Context: an optimization exercise on an open-source flow, tuned for small area, a short achievable clock period and few clock cycles per item. The choices shown serve that exercise and are no tape-out recipe.
Function was checked by simulation only, so behaviour that the tests miss may differ from the original.
Power figures rest on the tool's default switching activity, not on a simulated workload.

## design/flow/run.sh

```bash
#!/bin/bash
# synth_recipe.tcl (not shown) runs the flow's synth.tcl, then flattens the netlist and writes it again
# the make line also repeats each setting of config.mk as NAME=value (left out here)
make -C /OpenROAD-flow-scripts/flow DESIGN_CONFIG=/design/flow/config.mk WORK_HOME=/design/flow/orfs CLKGATE_MAP_FILE= SYNTH_SCRIPT=/design/flow/synth_recipe.tcl finish
```

## design/flow/config.mk

```make
export PLATFORM = sky130hd
export DESIGN_NAME = ws2812_axil_slave
export DESIGN_NICKNAME = ws2812_axil_slave
export VERILOG_FILES = /design/flow/design.v
export SDC_FILE = /design/flow/constraint.sdc
export NUM_CORES = 4
export LEC_CHECK = 0
export CAP_MARGIN = 20
export CORE_MARGIN = 2
export CORE_UTILIZATION = 40
export SETUP_SLACK_MARGIN = 2.5
export SLEW_MARGIN = 20
```

## design/flow/constraint.sdc

```tcl
create_clock -name core_clock -period 5.0 [get_ports {S_AXI_ACLK}]
set_input_delay 1.0000 -clock core_clock [delete_from_list [all_inputs] [get_ports {S_AXI_ACLK}]]
set_output_delay 1.0000 -clock core_clock [all_outputs]
set_load 0.01 [all_outputs]
```

## design/flow/design.v

```verilog
module ws2812_axil_slave #(
    parameter int unsigned C_S_AXI_DATA_WIDTH = 32,
    parameter int unsigned C_S_AXI_ADDR_WIDTH = 9,
    parameter int unsigned C_NUM_PIXELS       = 64
) (
    input  logic                            S_AXI_ACLK,
    input  logic                            S_AXI_ARESETN,
    input  logic [C_S_AXI_ADDR_WIDTH-1:0]   S_AXI_AWADDR,
    input  logic [2:0]                      S_AXI_AWPROT,
    input  logic                            S_AXI_AWVALID,
    output logic                            S_AXI_AWREADY,
    input  logic [C_S_AXI_DATA_WIDTH-1:0]   S_AXI_WDATA,
    input  logic [C_S_AXI_DATA_WIDTH/8-1:0] S_AXI_WSTRB,
    input  logic                            S_AXI_WVALID,
    output logic                            S_AXI_WREADY,
    output logic [1:0]                      S_AXI_BRESP,
    output logic                            S_AXI_BVALID,
    input  logic                            S_AXI_BREADY,
    input  logic [C_S_AXI_ADDR_WIDTH-1:0]   S_AXI_ARADDR,
    input  logic [2:0]                      S_AXI_ARPROT,
    input  logic                            S_AXI_ARVALID,
    output logic                            S_AXI_ARREADY,
    output logic [C_S_AXI_DATA_WIDTH-1:0]   S_AXI_RDATA,
    output logic [1:0]                      S_AXI_RRESP,
    output logic                            S_AXI_RVALID,
    input  logic                            S_AXI_RREADY,
    input  logic [5:0]                      px_addr,
    output logic [23:0]                     px_data,
    input  logic                            tx_busy,
    output logic                            tx_start,
    output logic [7:0]                      tx_len
);
    localparam int unsigned NPX = 64;    
    logic [7:0]  ctrl_len;
    logic [1:0]  busy_sync;
    logic [23:0] pix_mem [NPX];
    function automatic logic is_ctrl(input logic [8:0] a);
        is_ctrl = a[8:2] == 7'd0;
    endfunction
    function automatic logic is_stat(input logic [8:0] a);
        is_stat = a[8:2] == 7'd1;
    endfunction
    logic        aw_v, w_v, exec;           
    logic [7:0]  aw_hi, aw_lo;              
    logic        aw_ctrl, aw_err;
    logic [23:0] w_data;
    logic [2:0]  w_strb;
    logic [1:0]  b_cnt;                     
    logic        b_err1;                    
    logic        aw_hs, w_hs, b_pop;
    logic        aw_v_n, w_v_n, exec_n;
    logic [1:0]  b_cnt_n;
    assign aw_hs   = S_AXI_AWVALID & S_AXI_AWREADY;
    assign w_hs    = S_AXI_WVALID & S_AXI_WREADY;
    assign b_pop   = S_AXI_BVALID & S_AXI_BREADY;
    assign aw_v_n  = aw_hs | (aw_v & ~exec);
    assign w_v_n   = w_hs | (w_v & ~exec);
    assign b_cnt_n = b_cnt + {1'b0, exec} - {1'b0, b_pop};
    assign exec_n  = aw_v_n & w_v_n & ~b_cnt_n[1];
    assign tx_len  = ctrl_len;
    always_ff @(posedge S_AXI_ACLK or negedge S_AXI_ARESETN) begin
        if (!S_AXI_ARESETN) begin
            aw_v          <= 1'b0;
            w_v           <= 1'b0;
            exec          <= 1'b0;
            b_cnt         <= 2'd0;
            S_AXI_BVALID  <= 1'b0;
            S_AXI_AWREADY <= 1'b1;
            S_AXI_WREADY  <= 1'b1;
            ctrl_len      <= 8'd0;
            tx_start      <= 1'b0;
        end else begin
            aw_v          <= aw_v_n;
            w_v           <= w_v_n;
            exec          <= exec_n;
            b_cnt         <= b_cnt_n;
            S_AXI_BVALID  <= b_cnt_n != 2'd0;
            S_AXI_AWREADY <= ~aw_v_n | exec_n;
            S_AXI_WREADY  <= ~w_v_n | exec_n;
            tx_start      <= exec & aw_ctrl & w_strb[0] & w_data[0];
            if (exec && aw_ctrl && w_strb[1])
                ctrl_len <= w_data[15:8];
        end
    end
    always_ff @(posedge S_AXI_ACLK) begin
        if (aw_hs) begin
            aw_hi   <= S_AXI_AWADDR[8] ? (8'd1 << S_AXI_AWADDR[7:5]) : 8'd0;
            aw_lo   <= 8'd1 << S_AXI_AWADDR[4:2];
            aw_ctrl <= is_ctrl(S_AXI_AWADDR);
            aw_err  <= ~S_AXI_AWADDR[8] & ~is_ctrl(S_AXI_AWADDR);
        end
        if (w_hs) begin
            w_data <= S_AXI_WDATA[23:0];
            w_strb <= S_AXI_WSTRB[2:0];
        end
    end
    always_ff @(posedge S_AXI_ACLK) begin
        if (exec && (b_cnt == 2'd0 || (b_cnt == 2'd1 && b_pop)))
            S_AXI_BRESP <= {aw_err, 1'b0};
        else if (b_pop)
            S_AXI_BRESP <= {b_err1, 1'b0};
        if (exec)
            b_err1 <= aw_err;
    end
    logic [2:0] lane_we;
    assign lane_we = {3{exec}} & w_strb;
    always_ff @(posedge S_AXI_ACLK) begin
        for (int i = 0; i < NPX; i++) begin
            for (int b = 0; b < 3; b++) begin
                if (lane_we[b] && aw_hi[i / 8] && aw_lo[i % 8])
                    pix_mem[i][8*b +: 8] <= w_data[8*b +: 8];
            end
        end
    end
    logic [23:0] px_next;
    always_comb begin
        logic [7:0]  lo, hi;
        logic [23:0] g;
        lo = 8'd1 << px_addr[2:0];
        hi = 8'd1 << px_addr[5:3];
        px_next = '0;
        for (int h = 0; h < 8; h++) begin
            g = '0;
            for (int l = 0; l < 8; l++)
                g = g | ({24{lo[l]}} & pix_mem[8*h + l]);
            px_next = px_next | ({24{hi[h]}} & g);
        end
    end
    always_ff @(posedge S_AXI_ACLK or negedge S_AXI_ARESETN) begin
        if (!S_AXI_ARESETN)
            px_data <= 24'd0;
        else
            px_data <= px_next;
    end
    always_ff @(posedge S_AXI_ACLK or negedge S_AXI_ARESETN) begin
        if (!S_AXI_ARESETN)
            busy_sync <= 2'b00;
        else
            busy_sync <= {busy_sync[0], tx_busy};
    end
    logic        ar_pend, ar_hs, r_move;
    logic [7:0]  ar_hi, ar_lo;              
    logic        ar_ctrl, ar_stat, ar_err;
    logic [23:0] r_data, ar_pix;
    logic        r_err;
    assign ar_hs       = S_AXI_ARVALID & S_AXI_ARREADY;
    assign r_move      = ar_pend & (~S_AXI_RVALID | S_AXI_RREADY);
    assign S_AXI_RDATA = {8'd0, r_data};
    assign S_AXI_RRESP = {r_err, 1'b0};
    always_ff @(posedge S_AXI_ACLK or negedge S_AXI_ARESETN) begin
        if (!S_AXI_ARESETN) begin
            ar_pend       <= 1'b0;
            S_AXI_ARREADY <= 1'b1;
            S_AXI_RVALID  <= 1'b0;
        end else begin
            ar_pend       <= ar_hs | (ar_pend & ~r_move);
            S_AXI_ARREADY <= ~(ar_hs | (ar_pend & ~r_move));
            S_AXI_RVALID  <= r_move | (S_AXI_RVALID & ~S_AXI_RREADY);
        end
    end
    always_ff @(posedge S_AXI_ACLK) begin
        if (ar_hs) begin
            ar_hi   <= S_AXI_ARADDR[8] ? (8'd1 << S_AXI_ARADDR[7:5]) : 8'd0;
            ar_lo   <= 8'd1 << S_AXI_ARADDR[4:2];
            ar_ctrl <= is_ctrl(S_AXI_ARADDR);
            ar_stat <= is_stat(S_AXI_ARADDR);
            ar_err  <= ~S_AXI_ARADDR[8] & ~is_ctrl(S_AXI_ARADDR) & ~is_stat(S_AXI_ARADDR);
        end
    end
    always_comb begin
        logic [23:0] g;
        ar_pix = '0;
        for (int h = 0; h < 8; h++) begin
            g = '0;
            for (int l = 0; l < 8; l++)
                g = g | ({24{ar_lo[l]}} & pix_mem[8*h + l]);
            ar_pix = ar_pix | ({24{ar_hi[h]}} & g);
        end
    end
    always_ff @(posedge S_AXI_ACLK) begin
        if (r_move) begin
            r_data <= ar_pix | {8'd0, {8{ar_ctrl}} & ctrl_len, 8'd0} | {23'd0, ar_stat & busy_sync[1]};
            r_err  <= ar_err;
        end
    end
    logic unused_ok;
    assign unused_ok = ^{S_AXI_AWPROT, S_AXI_ARPROT, S_AXI_AWADDR[1:0], S_AXI_ARADDR[1:0],
                         S_AXI_WDATA[31:24], S_AXI_WSTRB[3]};
endmodule
```

==> notes.md <==
[metal layers]
layer  routed length (um)  vias up  GRT usage
li1                     -    21000          -
met1               101000    27700      0.409
met2               128000     6253      0.460
met3                49400     1266      0.103
met4                20700        4      0.174
met5                   28        -          0
[cell families (layout without fill, tap and decap cells)]
| group | count (synthesis) | count (layout) | share of synthesized area |
|---|---|---|---|
| muxes | 9 | 9 | 0.00143 |
| buffers and inverters | 519 | 793 | 0.0290 |
| and+or+nand+nor | 538 | 543 | 0.0461 |
| adders and majority gates | 2 | 2 | 0.000354 |
| AOI/OAI and AO/OA | 1926 | 1926 | 0.215 |
| other | 1 | 37 | 0.0000531 |
| DFF | 1673 | 1673 | 0.708 |
| xor gates and xnor gates | 2 | 2 | 0.000248 |
[cells in the final DEF (no fill, tap or decap), types with 7 or more instances in the layout]
cell / n
and3_1: 140
clkinv_16: 7
edfxtp_1: 1627
inv_1: 7
a221oi_1: 768
nand2_1: 20
and2_1: 68
a22oi_1: 843
buf_12: 66
buf_8: 10
clkdlybuf4s50_1: 50
dfrtp_1: 32
bufbuf_16: 7
buf_6: 35
clkbuf_1: 54
dfrtp_2: 10
clkdlybuf4s15_2: 11
buf_4: 204
nor2_1: 19
and3_4: 8
clkinv_2: 22
clkdlybuf4s15_1: 20
nand2b_1: 10
nor3_1: 7
nand4_1: 231
clkbuf_16: 189
clkbuf_8: 16
o22ai_1: 190
and2_2: 7
a222oi_1: 9
diode_2: 27
clkinv_1: 31
buf_2: 21
a22oi_2: 108
mux2_2: 9
conb_1: 10
buf_16: 21
[registers in the layout, summed over array words and instances, names as in the netlist, 2 cells and up]
| signal | cells |
|---|---|
| busy_sync | 2 |
| r_data | 24 |
| aw_lo | 8 |
| w_data | 24 |
| px_data | 24 |
| aw_hi | 8 |
| pix_mem | 1536 |
| ctrl_len | 8 |
| ar_lo | 8 |
| b_cnt | 2 |
| ar_hi | 8 |
| w_strb | 3 |
[what timing repair did]
item / CTS / global route
cloned: 18 / 18
gates resized for setup: 346 / 130
hold buffers: 0 / 0
pin swaps: 45 / 96
buffers inserted: 55 / 43
setup endpoints to repair: 1144 / 353
[report_power, final]
group | total, mW | internal (mW) | switching (mW)
combinational | 5.30 | 1.46 | 3.85
sequential | 17.0 | 16.6 | 0.443
clock | 12.6 | 6.93 | 5.71
[metrics by stage]
stage          power [mW]  area, sq um  setup WS (ns)
2_1_floorplan        19.4        70700           2.55
3_3_place_gp         21.8        75200          0.825
3_5_place_dp         21.8        75200          0.848
4_1_cts              34.5        82100           2.37
5_1_grt              35.6        83400           2.32
6_report             35.0        83500           2.21
[worst paths after layout]
| check | start | to | slack [ns] | cells past startpoint |
|---|---|---|---|---|
| worst min-delay path | S_AXI_ARESETN | S_AXI_BVALID | 0.08 | 1 |
| max in group asynchronous | S_AXI_ARESETN | px_data[23] | 3.85 | 2 |
| worst max register to register | ar_lo[6] | r_data[14] | 2.21 | 8 |
| worst min register to register | busy_sync[0] | busy_sync[1] | 0.36 | 0 |
| worst max-delay path | ar_lo[6] | r_data[14] | 2.21 | 8 |
| min in group core_clock | busy_sync[0] | busy_sync[1] | 0.36 | 0 |
[layout make-up]
type,instances,area (sq um)
timing repair buffer,466,5580
sequential,1673,50000
inverter,9,58.8
antenna,27,67.6
clock inverter,76,751
tap,2340,2930
multi-input combinational,2492,19400
clock buffer,242,4730
fill,14800,92400
[worst max-delay path, cell delays in order (launching register included)]
cell and delay [ns]:
edfxtp_1 0.47, buf_6 0.16, buf_12 0.13, buf_6 0.11, a22oi_2 0.12, nand4_1 0.16
a222oi_1 0.95, and3_1 0.35, nand2_1 0.09
==> results.py <==
metrics = {
    "yosys": {
        "syn_area_per_cell_sq_um": 15.1,
        "synth.most_common_cell": "edfxtp_1",
        "synth_seq_cells": 1673,
        "synth-main-ff-cell": "edfxtp_1",
        "synthArstFlopShare": 0.0275,
        "yosys.area.top_type": "edfxtp_1",
        "yosys-top-cells-count": "edfxtp_1, a22oi_1, a221oi_1, clkbuf_1, nand4_1",
        "ys_seq_area_frac": 0.708,
        "syn_inst": 4670,
        "ys_warn_count": 2,
        "ys_top_cells_by_area": "edfxtp_1, a22oi_1, a221oi_1",
        "synth_area_sq_um": 70700,
        "netlist-cell-type-count": 33,
        "synth_edf_count": 1627,
        "yosysTopAreaCellShare": 0.691,
    },
    "run_status": {
        "status": "finished clean",
    },
    "setup_path": {
        "path_max_fanout": 7,
        "critPathLaunchType": "register",
        "path_class": "register to register",
        "end_kind": "register",
        "worstPathRequired_ns": 5.59,
        "arrival_ns": 3.39,
    },
    "die": {
        "core_sq_um": 176000,
        "die_width_um": 424,
        "rows": 154,
        "die_h_um": 424,
        "start_util": 0.402,
        "num_io_pins": 148,
        "dieArea_sq_um": 180000,
    },
    "clock_tree": {
        "insertion_delay_ns": 0.86,
        "cts_buffers": 172,
        "root_buffer": "clkbuf_16",
        "htreeDepth": 4,
        "clockBufferDepth": 3,
        "clock-sinks": 1673,
        "cts_tree": "yes",
        "clkTransAtPathRegs_ns": 0.06,
    },
    "global_routing": {
        "grt_pass1_wl_mm": 402,
        "grt_usage": 0.313,
        "overflow": 0,
        "grt_max_degree": 93,
        "grt_pass1_vias": 51600,
        "antenna_found_initial": 18,
    },
    "timing": {
        "timing.fmax_mhz": 358,
        "worst_slew_pin_slew_ns": 1.15,
        "slew_viol_final": 0,
        "slew_headroom": 0.230,
        "tns_ns": 0,
        "skew_ns": 0.0703,
        "setup_viol": 0,
        "finalCriticalPeriod_ns": 2.79,
        "post-route-period-util": 0.559,
        "hold_viol": 0,
        "whs_ns": 0.0811,
        "grt_setup_unrepaired": "yes",
    },
    "drt": {
        "drt_first_pass_iters": 12,
        "wire_per_inst_um": 40.9,
        "ant_nets": 0,
        "drt_iter0_drc": 12700,
        "viasPerCell": 7.68,
        "num_vias": 56200,
        "drc": 0,
        "drt_wl_total_mm": 299,
    },
    "flow_run": {
        "maxCapViolCount": 0,
    },
    "final_layout": {
        "area_growth_pct": 18.2,
        "final_core_util": 0.475,
        "fin_nets": 4890,
        "drive_gt1_frac": 0.161,
        "layout.cells.non_filler": 7325,
    },
    "placed_design": {
        "io_buffers": 118,
        "dpl.cell_count": 6846,
        "dp.final_hpwl_mm": 163,
        "routabilityCongestion": 0.934,
    },
    "power": {
        "powerDensity_nw_per_um2": 419,
        "ir_drop_mv": 0.444,
        "leakagePower_nw": 26.4,
    },
    "hold_path": {
        "min-delay-path-class": "primary input to asynchronous set/reset pin",
    },
}
Testbench counts, summed over its fixed seeds: cycles 4,176, items 5,696.

-- port drivers added, routing unchanged --
No port has a modelled driver above. Below, the same layout with a new extraction and two added sets of constraints.
Step 1: set_driving_cell puts a clkbuf_16 on S_AXI_ACLK and a buf_2 on each other input, an assumption about the parent block.
Step 2 times the ports against the registers' clock, not the clock port: input delays grow and output delays shrink by t, the midpoint of the rising clock arrivals with the driver on.
Slacks: no drivers / after step 1 / after step 2; pairs: no drivers / after step 1.
t, ns: 0.915
setup slack, ns: 2.207 / 2.162 / 1.247
worst register clock-pin slew, ns: 0.07 / 0.07
worst slew at a driven data input, ns: 0.30
After both steps this run still meets setup and hold. For this run, drivers alone change the setup slack by -0.045 ns; drivers and shift together by -0.960 ns.
